Context: an optimization exercise on an open-source flow, tuned for small area, a short achievable clock period and few clock cycles per item. The choices shown serve that exercise and are no tape-out recipe. Function was not checked in any run shown here: the RTL went through the layout flow alone. Power figures rest on the tool's default switching activity, not on a simulated workload.

==> flow/design.v (outline; a module is shown in full before it is edited, if it fits) <==
// module sagd_clamp: 28 lines
// module sagd_scaler: 24 lines
// module sagd_fa: 10 lines
// module sagd_ha: 9 lines
// module sagd_scale_mul: 367 lines
// module sagd_sqsum: 333 lines
// module sagd_spread: 229 lines
// module sagd_gesture: 87 lines
// module sensor_activity_gesture_detector: 238 lines
module sensor_activity_gesture_detector (
   input  wire logic              clock,
   input  wire logic              reset,
   input  wire logic              req_valid,
   output logic                   req_ready,
   input  wire logic [31:0]       req_sample_time,
   input  wire logic [15:0]       req_raw_sample,
   output logic                   rsp_valid,
   input  wire logic              rsp_ready,
   output logic [15:0]            rsp_level,
   output logic                   rsp_active,
   output logic [1:0]             rsp_gesture_code,
   output logic [15:0]            rsp_window_min,
   output logic [15:0]            rsp_window_max,
   input  wire logic              csr_psel,
   input  wire logic              csr_penable,
   input  wire logic              csr_pwrite,
   input  wire logic [sagd_pkg::ADDR_W-1:0] csr_paddr,
   input  wire logic [63:0]       csr_pwdata,
   output logic [63:0]            csr_prdata,
   output logic                   csr_pready
);
  // ...
==> flow/run.sh <==
#!/bin/bash
# synth_recipe.tcl (not shown) runs the flow's synth.tcl, then flattens the netlist and writes it again
# the make line also repeats each setting of config.mk as NAME=value (left out here)
make -C /OpenROAD-flow-scripts/flow DESIGN_CONFIG=/design/flow/config.mk WORK_HOME=/design/flow/orfs CLKGATE_MAP_FILE= SYNTH_SCRIPT=/design/flow/synth_recipe.tcl finish
==> flow/config.mk <==
export PLATFORM = sky130hd
export DESIGN_NAME = sensor_activity_gesture_detector
export DESIGN_NICKNAME = sensor_activity_gesture_detector
export VERILOG_FILES = /design/flow/design.v
export SDC_FILE = /design/flow/constraint.sdc
export NUM_CORES = 4
export LEC_CHECK = 0
export CAP_MARGIN = 20
export CORE_MARGIN = 2
export CORE_UTILIZATION = 40
export SLEW_MARGIN = 20
export SYNTH_HIERARCHICAL = 1
==> flow/constraint.sdc <==
create_clock -name core_clock -period 10.0 [get_ports {clock}]
set_input_delay 2.0000 -clock core_clock [delete_from_list [all_inputs] [get_ports {clock}]]
set_output_delay 2.0000 -clock core_clock [all_outputs]
set_load 0.01 [all_outputs]
==> out/results.txt, run 1 <==
Port bufs = 176
GR peak layer = met2
Root Driver = clkbuf_16
Fillers = 15100
Hold Startpoint = now0_ff[13]
Routed length per instance = 21.6 um
CP startpoint = flip_ff
Met3 usage = 4.49%
Clock-cell share = 3.78%
Tcrit/Tclk final = 88.4%
Status = no timing/DRC/antenna violations
Total number of sequential cells = 745
Top Ports = 243
Non-clock buffers, area share = 3.81%
Switching Share = 50.0%
Worst reg-to-reg path cell count = 22
Area grow syn2layout = 9.92%
Post-CTS setup buffer count = 0
First-pass GRT wire length = 286 mm
Commonest non-fill, non-tap cell in the layout = nand2_1
Max-slew headroom = 22.7%
Clock slew at reported path FFs = 0.08 ns
Die Height = 402 um
Max-Cap Viols = 0
Synth Cell Area = 63400 sq um
Hold path cells = 0
Register Area = 18800 sq um
Mapped Cells = 6482
RD Place Congestion = 0.902
Initial DRC count = 4003
RR Startpoint = flip_ff
Die area = 162000 sq um
Starting Density = 40.1%
Crit-path slowest cell = dfxtp_2
Met2 Resource Use GR = 35.7%
TritonCTS Sinks = 745
RSZ-0062 raised after global routing = false
Measured slew at the worst slew-check pin = 1.16 ns
Critical Path End Type = flop
Crit path max fanout = 30
WP depth = 22
Worst R2R Setup Slack = 1.16 ns
Width of the die = 402 um
Fin crit period = 8.84 ns
==> run 2, diff against run 1 <==
--- a/flow/config.mk
+++ b/flow/config.mk
@@ -7,2 +7,3 @@
 export LEC_CHECK = 0
+export ABC_CLOCK_PERIOD_IN_PS = 5000
 export CAP_MARGIN = 20
@@ -10,2 +11,3 @@
 export CORE_UTILIZATION = 40
+export SETUP_SLACK_MARGIN = 5
 export SLEW_MARGIN = 20
==> run 2 against run 1 <==
Effect of this change:
- synthesized area did not move
- via count rose by 4.6%
- cell area up 11%
- clock skew grew 0.057 ns
- count of clock-buffer cells in the layout fell by 3
- register-to-register slack improved by 1.5 ns
- wire length rose by 8.4%
- first-iteration DRC count grew 6.3%
- utilization is 4.8 points higher
- maximum frequency grew 20%
- clock power is 9.9% higher
==> out/results.txt, run 2 <==
Clock buffer depth = 3 (unchanged)
Worst R2R Setup Slack = 2.66 ns (was 1.16 ns)
Largest regs = win_ff (256), sqsum_ff (36) (unchanged)
TritonCTS Sinks = 745 (unchanged)
Gr usage total = 24.2% (was 22.6%)
Measured slew at the worst slew-check pin = 1.08 ns (was 1.16 ns)
Mean post-synth cell area = 9.77 sq um (unchanged)
Remaining antenna violation count = 0 (unchanged)
Pwr Total = 0.0313 W (was 0.0233 W)
Mapped Cells = 6482 (unchanged)
Kind of critical path = reg -> reg (unchanged)
Crit path max fanout = 20 (was 30)
RSZ-0062 raised after global routing = true (was false)
Max reg flops = 256 (unchanged)
Hold Startpoint = now1_ff[22] (was now0_ff[13])
Max-Cap Viols = 0 (unchanged)
Fin crit period = 7.34 ns (was 8.84 ns)
Initial DRC count = 4254 (was 4003)
TNS Setup = 0 ns (unchanged)
Largest net degree at the start of global routing = 126 (was 127)
Worst EP required = 10.38 ns (was 10.42 ns)
Fraction of layout cells with a size suffix above 1 = 18.0% (was 6.05%)
Core Area = 158000 sq um (unchanged)
Worst reg-to-reg path cell count = 25 (was 22)
DRT Wirelength = 201 mm (was 185 mm)
Most frequent cells in the layout = nand2_1, fa_1, inv_1, a21oi_1, ha_1 (was nand2_1, fa_1, a21oi_1, inv_1, ha_1)
Drt drc = 0 (unchanged)
CTS H-tree depth = 3 (unchanged)
Clk_skew = 0.101 ns (was 0.0443 ns)
Worst Hold Class = reg -> reg (unchanged)
Final Hold Viols = 0 (unchanged)
Port bufs = 176 (unchanged)
Vias per inst = 5.64 (was 5.61)
Commonest non-fill, non-tap cell in the layout = nand2_1 (unchanged)
Number of global-route vias before repair = 50200 (was 48200)
CTS buffer count = 85 (was 83)
Width of the die = 402 um (unchanged)
Hold path cells = 0 (unchanged)
Routed length per instance = 22.5 um (was 21.6 um)
Max Slew Vio Count = 0 (unchanged)
Worst skew pair latency = 0.74 ns (was 0.71 ns)
First-pass GRT wire length = 303 mm (was 286 mm)
Status = no timing/DRC/antenna violations (unchanged)
Detailed Routing Iterations Pass 1 = 6 (unchanged)
Starting Density = 40.1% (unchanged)
RR Endpoint = cur1_ff[9] (was cur1_ff[7])
Die Height = 402 um (unchanged)
Met3 wire len = 16.8 mm (was 13.9 mm)
Tcrit/Tclk final = 73.4% (was 88.4%)
Syn. warnings = 12 (unchanged)
Cts-stage hold buffer count = 0 (unchanged)
Antenna violations before repair = 12 (was 15)
Final Setup Violations = 0 (unchanged)
Top Metal Used = met5 (unchanged)
Min-Delay Endpoint = now2_ff[22] (was now1_ff[13])
M1 WL = 85.9 mm (was 82.2 mm)
Worst hold slack = 0.388 ns (was 0.397 ns)
Area grow syn2layout = 21.8% (was 9.92%)
Pwr Density = 406 nW/um^2 (was 335 nW/um^2)
Detail Route met2 WL = 91.8 mm (was 84.3 mm)
Root Driver = clkbuf_16 (unchanged)
Vias = 50500 (was 48300)
Site Rows = 146 (unchanged)
Synth Cell Area = 63400 sq um (unchanged)
Top Ports = 243 (unchanged)
Maximum clock frequency = 136 MHz (was 113 MHz)
Clock slew at reported path FFs = 0.06 ns (was 0.08 ns)
Top reg by flops = win_ff (unchanged)
Critical Path End Type = flop (unchanged)
CP arrival = 7.72 ns (was 9.26 ns)
Total congestion overflow = 0 (unchanged)
RR Startpoint = mag0_ff[7] (was flip_ff)
Final-stage net count = 8023 (was 7682)
DP HPWL = 134 mm (was 135 mm)
Fillers = 14400 (was 15100)
RD Place Congestion = 0.935 (was 0.902)
Max-slew headroom = 27.9% (was 22.7%)
Die area = 162000 sq um (unchanged)
P_leak = 31.3 nW (was 28.5 nW)
CTS tree = done (unchanged)
CP Launch Type = flop (unchanged)
Max IR drop VDD = 0.000746 V (was 0.000566 V)
## run 2: cell type report
type / instances / area [sq um] / area share, %
Timing Repair inverter: 7 / 83.8 / 0.109
Tap cell: 2072 / 2590 / 3.36
Multi-Input combinational cell: 4863 / 44100 / 57.2
Antenna cell: 3 / 7.51 / 0.00973
Sequential cell: 745 / 18900 / 24.4
Timing Repair Buffer: 613 / 6530 / 8.46
Clock inverter: 50 / 714 / 0.926
Inverter: 483 / 1990 / 2.58
Clock buffer: 109 / 2270 / 2.94
## run 2: critical path: stages, from the launching register on
cell and delay (ns):
edfxtp_1 0.46, buf_4 0.20, ha_4 0.14, nand2b_2 0.31
bufinv_16 0.37, xnor2_1 0.12, fa_1 0.44, fa_1 0.49
fa_1 0.51, fa_1 0.58, ha_4 0.24, a21oi_4 0.19
o21ai_2 0.08, a221o_1 0.32, a211o_1 0.29, a31oi_4 0.29
o21ai_4 0.10, a211o_4 0.38, a221oi_4 0.27, buf_6 0.15
o21bai_4 0.06, xor2_2 0.16, nor4_4 0.24, buf_4 0.17
and4_4 0.34, a21oi_2 0.08
## run 2: worst max path at each step
stage	from	endpoint	slack, ns	depth (start not counted)
2_1_floorplan	flip_ff	cur1_ff[10]	3.17	27
3_3_place_gp	flip_ff	cur1_ff[2]	1.58	20
3_5_place_dp	flip_ff	cur1_ff[1]	1.52	21
4_1_cts	mag0_ff[1]	cur1_ff[10]	2.67	25
5_1_grt	mag0_ff[2]	cur1_ff[9]	2.47	25
6_report	mag0_ff[7]	cur1_ff[9]	2.66	25
## run 2: timing repair
item                                    CTS  global route
resized for setup                       479           266
endpoints found under the setup margin  277           185
cloned                                   35             3
buffers inserted                        241            73
pin swaps                               216           224
## run 2: layer usage
metal,global-route usage [%],vias to the layer above
met5,0,-
met1,33.3,25300
li1,-,22800
met4,8.05,12
met3,5.09,387
met2,37.8,2057
## run 2: metrics by stage
step | cell area [sq um] | std cells | worst slack (ns) | util [%]
after floorplan | 64700 | 6512 | 3.17 | -
after global placement | 67500 | 8430 | 1.58 | 42.8
after detailed placement | 67500 | 8430 | 1.52 | 42.8
after CTS | 75400 | 8865 | 2.67 | 47.8
after global routing | 77100 | 8942 | 2.47 | 48.9
final | 77100 | 8945 | 2.66 | 48.9
## run 2: power by group
group          leakage (nW)  internal [W]  switching [W]
Clock                  1.43       0.00191        0.00142
Combinational          23.3        0.0113         0.0133
Sequential             6.59       0.00333       0.000134
Total                  31.3        0.0165         0.0148

-- static timing again, ports no longer ideal --
Ports are ideal in the flow. The routed layouts listed here were re-timed in OpenROAD.
Step 1 (the two cells are an assumption about what drives the block):
set clk [get_ports {clock}]
set_driving_cell -lib_cell sky130_fd_sc_hd__clkbuf_16 $clk
set_driving_cell -lib_cell sky130_fd_sc_hd__buf_2 [delete_from_list [all_inputs] $clk]
Step 2 also shifts input and output timing later by t, the mid clock arrival at the registers, as if the neighbouring blocks saw the same clock.
Slacks: ideal ports / drivers / drivers and shift; pairs: ideal ports / drivers.
run | t, ns | setup WS [ns] | hold WS [ns] | cell pins on the clock port's net
run 1 | 0.769 | 1.157 / 1.157 / 1.157 | 0.397 / 0.397 / 0.397 | 1
run 2 | 0.776 | 2.658 / 2.658 / 2.658 | 0.388 / 0.388 / 0.388 | 1
After both steps every run listed still meets setup and hold.
